Background: an optimization exercise with open tools, aiming at small area and a short achievable clock period. Do not read the settings as production practice. In this exercise RTL edits were held to simulation tests only and were not proved equivalent to the original. No activity file was given, so power comes from the tool's default toggle rates.

<file path="design/flow/run.sh">
#!/bin/bash
# synth_recipe.tcl (not shown) runs the flow's synth.tcl, then flattens the netlist and writes it again
# the make line also repeats each setting of config.mk as NAME=value (left out here)
make -C /OpenROAD-flow-scripts/flow DESIGN_CONFIG=/design/flow/config.mk WORK_HOME=/design/flow/orfs CLKGATE_MAP_FILE= SYNTH_SCRIPT=/design/flow/synth_recipe.tcl finish
</file>
<file path="design/flow/config.mk">
export PLATFORM = sky130hd
export DESIGN_NAME = sprite_addr_gen
export DESIGN_NICKNAME = sprite_addr_gen
export VERILOG_FILES = /design/flow/design.v
export SDC_FILE = /design/flow/constraint.sdc
export NUM_CORES = 4
export LEC_CHECK = 0
export CAP_MARGIN = 20
export CORE_MARGIN = 2
export CORE_UTILIZATION = 40
export SLEW_MARGIN = 20
</file>
<file path="design/flow/constraint.sdc">
create_clock -name core_clock -period 12.0 [get_ports {frame_Clk}]
set_input_delay 2.4000 -clock core_clock [delete_from_list [all_inputs] [get_ports {frame_Clk}]]
set_output_delay 2.4000 -clock core_clock [all_outputs]
set_load 0.01 [all_outputs]
</file>
<file path="design/flow/design.v">
`default_nettype none
module sprite_addr_gen #(
  parameter  int N_SPRITES = 4,
  parameter  int COORD_W   = 10,
  parameter  int ADDR_W    = 20,
  parameter  int FRAME_W   = 4,
  parameter  int ANIM_DIV  = 8,
  localparam int ID_W      = (N_SPRITES > 1) ? $clog2(N_SPRITES) : 1
) (
  input  logic                           frame_Clk,
  input  logic                           Reset,
  input  logic [COORD_W-1:0]             DrawX,
  input  logic [COORD_W-1:0]             DrawY,
  input  logic                           vsync_tick,
  input  logic [N_SPRITES-1:0]           anim_enable,
  input  logic [N_SPRITES-1:0]           anim_restart,
  input  logic [N_SPRITES-1:0]           sprite_flip,
  input  logic [N_SPRITES*COORD_W-1:0]   sprite_X,
  input  logic [N_SPRITES*COORD_W-1:0]   sprite_Y,
  input  logic [N_SPRITES*COORD_W-1:0]   sprite_W,
  input  logic [N_SPRITES*COORD_W-1:0]   sprite_H,
  input  logic [N_SPRITES*ADDR_W-1:0]    base_addr,
  input  logic [N_SPRITES*FRAME_W-1:0]   frame_count,
  output logic                           sprite_on,
  output logic [ID_W-1:0]                sprite_id,
  output logic [ADDR_W-1:0]              spriteAddress,
  output logic [N_SPRITES*FRAME_W-1:0]   frame_idx
);
  localparam int                DIV_W    = (ANIM_DIV > 1) ? $clog2(ANIM_DIV) : 1;
  localparam logic [DIV_W-1:0]  DIV_LAST = DIV_W'(ANIM_DIV - 1);
  logic [N_SPRITES-1:0] hit, sel;
  logic [COORD_W-1:0]   dx_a [N_SPRITES];
  logic [COORD_W-1:0]   dy_a [N_SPRITES];
  logic [FRAME_W-1:0]   fq_a [N_SPRITES];
  logic [DIV_W-1:0]     div_cnt;
  logic                 advance;
  logic                 any_hit;
  logic [ID_W-1:0]      win_id;
  logic [ADDR_W-1:0]    win_addr;
  assign advance = vsync_tick && (div_cnt == DIV_LAST);
  always_ff @(posedge frame_Clk) begin
    if (Reset) begin
      div_cnt <= '0;
    end else if (vsync_tick) begin
      div_cnt <= advance ? '0 : div_cnt + DIV_W'(1);
    end
  end
  for (genvar i = 0; i < N_SPRITES; i++) begin : g_chan
    logic [COORD_W-1:0] x, y, w, h;
    logic [COORD_W:0]   dxe, dye;
    logic [FRAME_W-1:0] count, eff_count, frame_q;
    logic [FRAME_W:0]   frame_inc;
    assign x     = sprite_X[i*COORD_W +: COORD_W];
    assign y     = sprite_Y[i*COORD_W +: COORD_W];
    assign w     = sprite_W[i*COORD_W +: COORD_W];
    assign h     = sprite_H[i*COORD_W +: COORD_W];
    assign count = frame_count[i*FRAME_W +: FRAME_W];
    assign dxe = {1'b0, DrawX} - {1'b0, x};
    assign dye = {1'b0, DrawY} - {1'b0, y};
    assign hit[i] = !dxe[COORD_W] && (dxe[COORD_W-1:0] < w) &&
                    !dye[COORD_W] && (dye[COORD_W-1:0] < h);
    assign dx_a[i] = dxe[COORD_W-1:0];
    assign dy_a[i] = dye[COORD_W-1:0];
    assign fq_a[i] = frame_q;
    assign eff_count = (count == '0) ? FRAME_W'(1) : count;
    assign frame_inc = {1'b0, frame_q} + (FRAME_W+1)'(1);
    always_ff @(posedge frame_Clk) begin
      if (Reset || anim_restart[i]) begin
        frame_q <= '0;
      end else if (advance && anim_enable[i]) begin
        frame_q <= (frame_inc >= {1'b0, eff_count}) ? '0 : frame_inc[FRAME_W-1:0];
      end
    end
    assign frame_idx[i*FRAME_W +: FRAME_W] = frame_q;
  end
  always_comb begin
    for (int i = 0; i < N_SPRITES; i++) begin
      sel[i] = hit[i];
      for (int j = 0; j < i; j++) sel[i] = sel[i] & ~hit[j];
    end
  end
  assign any_hit = |hit;
  always_comb begin
    win_id = '0;
    for (int i = 0; i < N_SPRITES; i++)
      win_id = win_id | (sel[i] ? ID_W'(i) : '0);
  end
  logic [COORD_W-1:0] s_dx, s_dy, s_w, s_h;
  logic [ADDR_W-1:0]  s_base;
  logic [FRAME_W-1:0] s_f;
  logic               s_flip;
  always_comb begin
    s_dx = '0; s_dy = '0; s_w = '0; s_h = '0; s_base = '0; s_f = '0; s_flip = 1'b0;
    for (int i = 0; i < N_SPRITES; i++) begin
      s_dx   = s_dx   | (dx_a[i] & {COORD_W{sel[i]}});
      s_dy   = s_dy   | (dy_a[i] & {COORD_W{sel[i]}});
      s_w    = s_w    | (sprite_W[i*COORD_W +: COORD_W] & {COORD_W{sel[i]}});
      s_h    = s_h    | (sprite_H[i*COORD_W +: COORD_W] & {COORD_W{sel[i]}});
      s_base = s_base | (base_addr[i*ADDR_W +: ADDR_W] & {ADDR_W{sel[i]}});
      s_f    = s_f    | (fq_a[i] & {FRAME_W{sel[i]}});
      s_flip = s_flip | (sprite_flip[i] & sel[i]);
    end
  end
  localparam int M_W = FRAME_W + COORD_W;
  logic [M_W-1:0]    m;
  logic [ADDR_W-1:0] col_t;
  assign m        = M_W'(s_f) * M_W'(s_h) + M_W'(s_dy) + M_W'(s_flip);
  assign col_t    = ADDR_W'(s_dx) ^ {ADDR_W{s_flip}};
  assign win_addr = s_base + ADDR_W'(m) * ADDR_W'(s_w) + col_t;
  always_ff @(posedge frame_Clk) begin
    if (Reset) begin
      sprite_on     <= 1'b0;
      sprite_id     <= '0;
      spriteAddress <= '0;
    end else begin
      sprite_on <= any_hit;
      if (any_hit) begin
        sprite_id     <= win_id;
        spriteAddress <= win_addr;
      end
    end
  end
endmodule
`default_nettype wire
</file>
==> flow_summary_export.csv <==
group,metric,value,unit
floorplanning,die_w,200,µm
critical_path,critPathCaptureType,"flop",
synth,synth.area.mux_share,0.789,%
power_and_ir_drop,powerDensity,64.0,nW/µm²
floorplanning,io_pins,330,
synth,synth_cells,2014,
detailed_routing,via_per_inst,5.24,
critical_path,crit_family,"buffers and inverters",
synth,synth_enable_flop_cells,0,
detailed_routing,avgRoutedWirePerCell,18.7,µm
sta,max_freq,71.9,MHz
layout,layout.cells.non_filler,3513,
detailed_routing,drc,0,
sta,setup_viol,15,
critical_path,slowest_delay,0.49,ns
critical_path,arrival,14.12,ns
synth,ys_seq_area_share,5.47,%
placement,dpl.cell_count,3293,
synth,synth-simple-area-share,17.6,%
synth,yosys.area_share.adder,40.3,%
layout,mostFrequentLayoutCell,"buf_4",
clock_tree,cts_num_sinks,42,
critical_path,crit_fanout,3,
sta,timing.final.crit_share,116,%
floorplanning,initial_core_util,40.7,%
layout,final_util,70.5,%
detailed_routing,via_count,18400,
detailed_routing,first_pass_iters,6,
sta,finClkSkew,0.00924,ns
placement,place_area,23300,µm²
sta,finalCriticalPeriod,13.90,ns
synth,synth_top_family_by_area,"adder cells",
layout,nets,3690,
floorplanning,die-area,40000,µm²
sta,hold_viol,0,
placement,place_ws,-2.80,ns
global_route,grt_pass1_vias,19200,
status,outcome,"complete, but fails checks",
clock_tree,h-tree-depth,2,
synth,async_flop_share,0,%
synth,ys_warn_count,4,
layout,final_cell_mix,"662 x buf_4, 342 x inv_1, 295 x clkdlybuf4s50_1",
worst_hold_path,hp-class,"reg2reg",
floorplanning,rows,71,
synth,synth_xor_area_share,5.53,%
floorplanning,die_h,200,µm
synth,synth.distinct_cells,70,
layout,syn2layout_area_growth,73.0,%
clock_tree,clock_latency,0.29,ns
critical_path,cp_slowest_cell,"fa_1",
detailed_routing,drt_iter0_markers,1038,
synth,synthesis.area,15400,µm²
sta,rsz0062_at_grt,"true",
synth,ys_ff_latch,42,
critical_path,path_common_cell,"buf_4",
sta,whs,0.492,ns
synth,synth_compound_area_share,19.3,%
placement,port_buffers,329,
status,so.violations,"setup timing",
sta,setup_ws,-1.90,ns
sta,slew_viol_final,0,
clock_tree,numCtsBuffers,5,
critical_path,setup.worst_path.start_class,"input port",
sta,fin_tns_setup,-18.64,ns
global_route,grt_pass1_wl,100000,µm
power_and_ir_drop,irDropWorstVdd,0.0621,mV
clock_tree,cts-root-buf,"clkbuf_16",
synth,syn_nets,2704,
global_route,grt_max_degree,54,
critical_path,critPathBufInv,49,
critical_path,worstPathRequired,12.22,ns
clock_tree,cts_tree,"yes",
global_route,grt-ovfl-total,0,
run,drv_cap,0,
clock_tree,path_clk_slew,0.07,ns
power_and_ir_drop,leakage,12.8,nW
clock_tree,clk_path_buf_depth,2,
critical_path,critPathKind,"in2reg",
detailed_routing,routed_wl,65600,µm
synth,avgSynthCellArea,7.63,µm²
sta,timing.slew.headroom,41.9,%
placement,place_congestion,0.936,
sta,tightestPinTransition,0.872,ns
floorplanning,core_area,37800,µm²
synth,yosys_most_used_dff,"dfxtp_1",
power_and_ir_drop,total_power,1.70,mW
global_route,antenna_found_initial,1,
layout,final_area,26600,µm²
global_route,grt_use_total,32.2,%
layout,drive_gt1_share,34.4,%
layout,final.fill_count,2953,
detailed_routing,ant_nets,0,
placement,hpwl,51400,µm
[metal layers]
layer  routed length (µm)  global-route usage (%)  vias to the layer above
met2                32100                    57.3                      698
li1                     -                       -                     8706
met3                 3550                    3.31                      206
met5                    0                       0                        -
met4                 3390                    13.7                        0
met1                26600                    39.6                     8794
[worst min-delay path, stage by stage (launching register included)]
cell and delay [ns]:
dfxtp_1 0.33, a21oi_1 0.06, nor2_1 0.07
[cells by family (layout without fill, tap and decap cells)]
group / Yosys count / after routing
compound gates: 440 / 442
xor+xnor: 94 / 94
fa+ha+maj: 399 / 399
buf+inv: 447 / 1432
flops: 42 / 42
mux: 12 / 12
other cells: 0 / 1
simple gates: 580 / 580
[cell usage after synthesis (all sizes together) (3+ instances only)]
cell,count,area (µm²)
inv,385,1450
ha,239,2990
nor2,180,678
nand2,162,608
fa,160,3200
a21oi,136,681
o21ai,75,375
nand3,73,365
xnor2,59,517
a221oi,42,410
dfxtp,42,841
clkbuf,41,154
nand2b,34,213
nor2b,33,206
xor2,33,289
a21o,31,233
o21a,27,203
nor3,24,125
a21boi,22,165
buf,21,100
a211oi,18,135
a221o,15,150
and2,14,87.6
a22oi,11,82.6
mux2i,11,110
nand3b,10,75.1
or2,10,62.6
a31oi,9,56.3
nand4,9,56.3
or3,8,50.1
o211ai,6,45.0
o21bai,6,45.0
o221ai,6,58.8
a2111oi,5,43.8
a31o,5,43.8
and3,5,31.3
nor4,5,31.3
a311o,4,40.0
and4,4,35.0
nor3b,4,30.0
o31a,3,26.3
[area by class of cell]
class                           instances  area (µm²)  area share [%]
Antenna cell                            1        2.50         0.00941
Timing Repair Buffer                 1039        8850            33.3
Clock inverter                          1        30.0           0.113
Clock buffer                            7         133           0.499
Sequential cell                        42         841            3.16
Multi-Input combinational cell       1527       14600            55.0
Inverter                              385        1470            5.53
Tap cell                              511         639            2.40
[registers in the layout, summed over array words and instances (netlist names)]
signal / count
sprite_on: 1
spriteAddress: 20
div_cnt: 3
g_chan.frame_q: 16
sprite_id: 2
[report_power, final]
part	total [mW]	internal (mW)	switching (mW)	leakage, nW
clock network	0.159	0.0986	0.0599	0.0781
registers	0.150	0.146	0.00363	0.339
logic	1.39	0.741	0.653	12.4
[final timing paths]
check                            start                end  slack (ns)  depth (start not counted)
setup / recovery          sprite_X[20]  spriteAddress[19]       -1.90                         75
hold / removal       spriteAddress[13]  spriteAddress[13]        0.49                          2
setup reg to reg  g_chan[2].frame_q[2]  spriteAddress[19]        3.46                         35
hold reg to reg      spriteAddress[13]  spriteAddress[13]        0.49                          2
[timing repair]
action	in CTS	in global routing
hold buffers	0	0
pin swaps	201	111
resized for setup	308	113
endpoints found under the setup margin	16	16
buffers inserted	195	26
cloned	3	0

-- port drivers added, routing unchanged --
No port has a modelled driver above. Below, the same layout with a new extraction and two added sets of constraints.
Step 1, drivers: a clkbuf_16 drives frame_Clk and a buf_2 each remaining input, both assumed.
Step 2 moves the port delays by t, midway between the first and last clock arrival at a register: inputs arrive t later, outputs are due t later. That takes back most of the time a late clock gives input paths.
Slacks: no drivers / after step 1 / after step 2; pairs: no drivers / after step 1.
shift t [ns]: 0.331
setup slack, ns: -1.904 / -1.905 / -2.236
worst slew at a driven data input, ns: 0.08
The setup slack of this run moves by -0.001 ns with the drivers and by -0.332 ns with both steps.
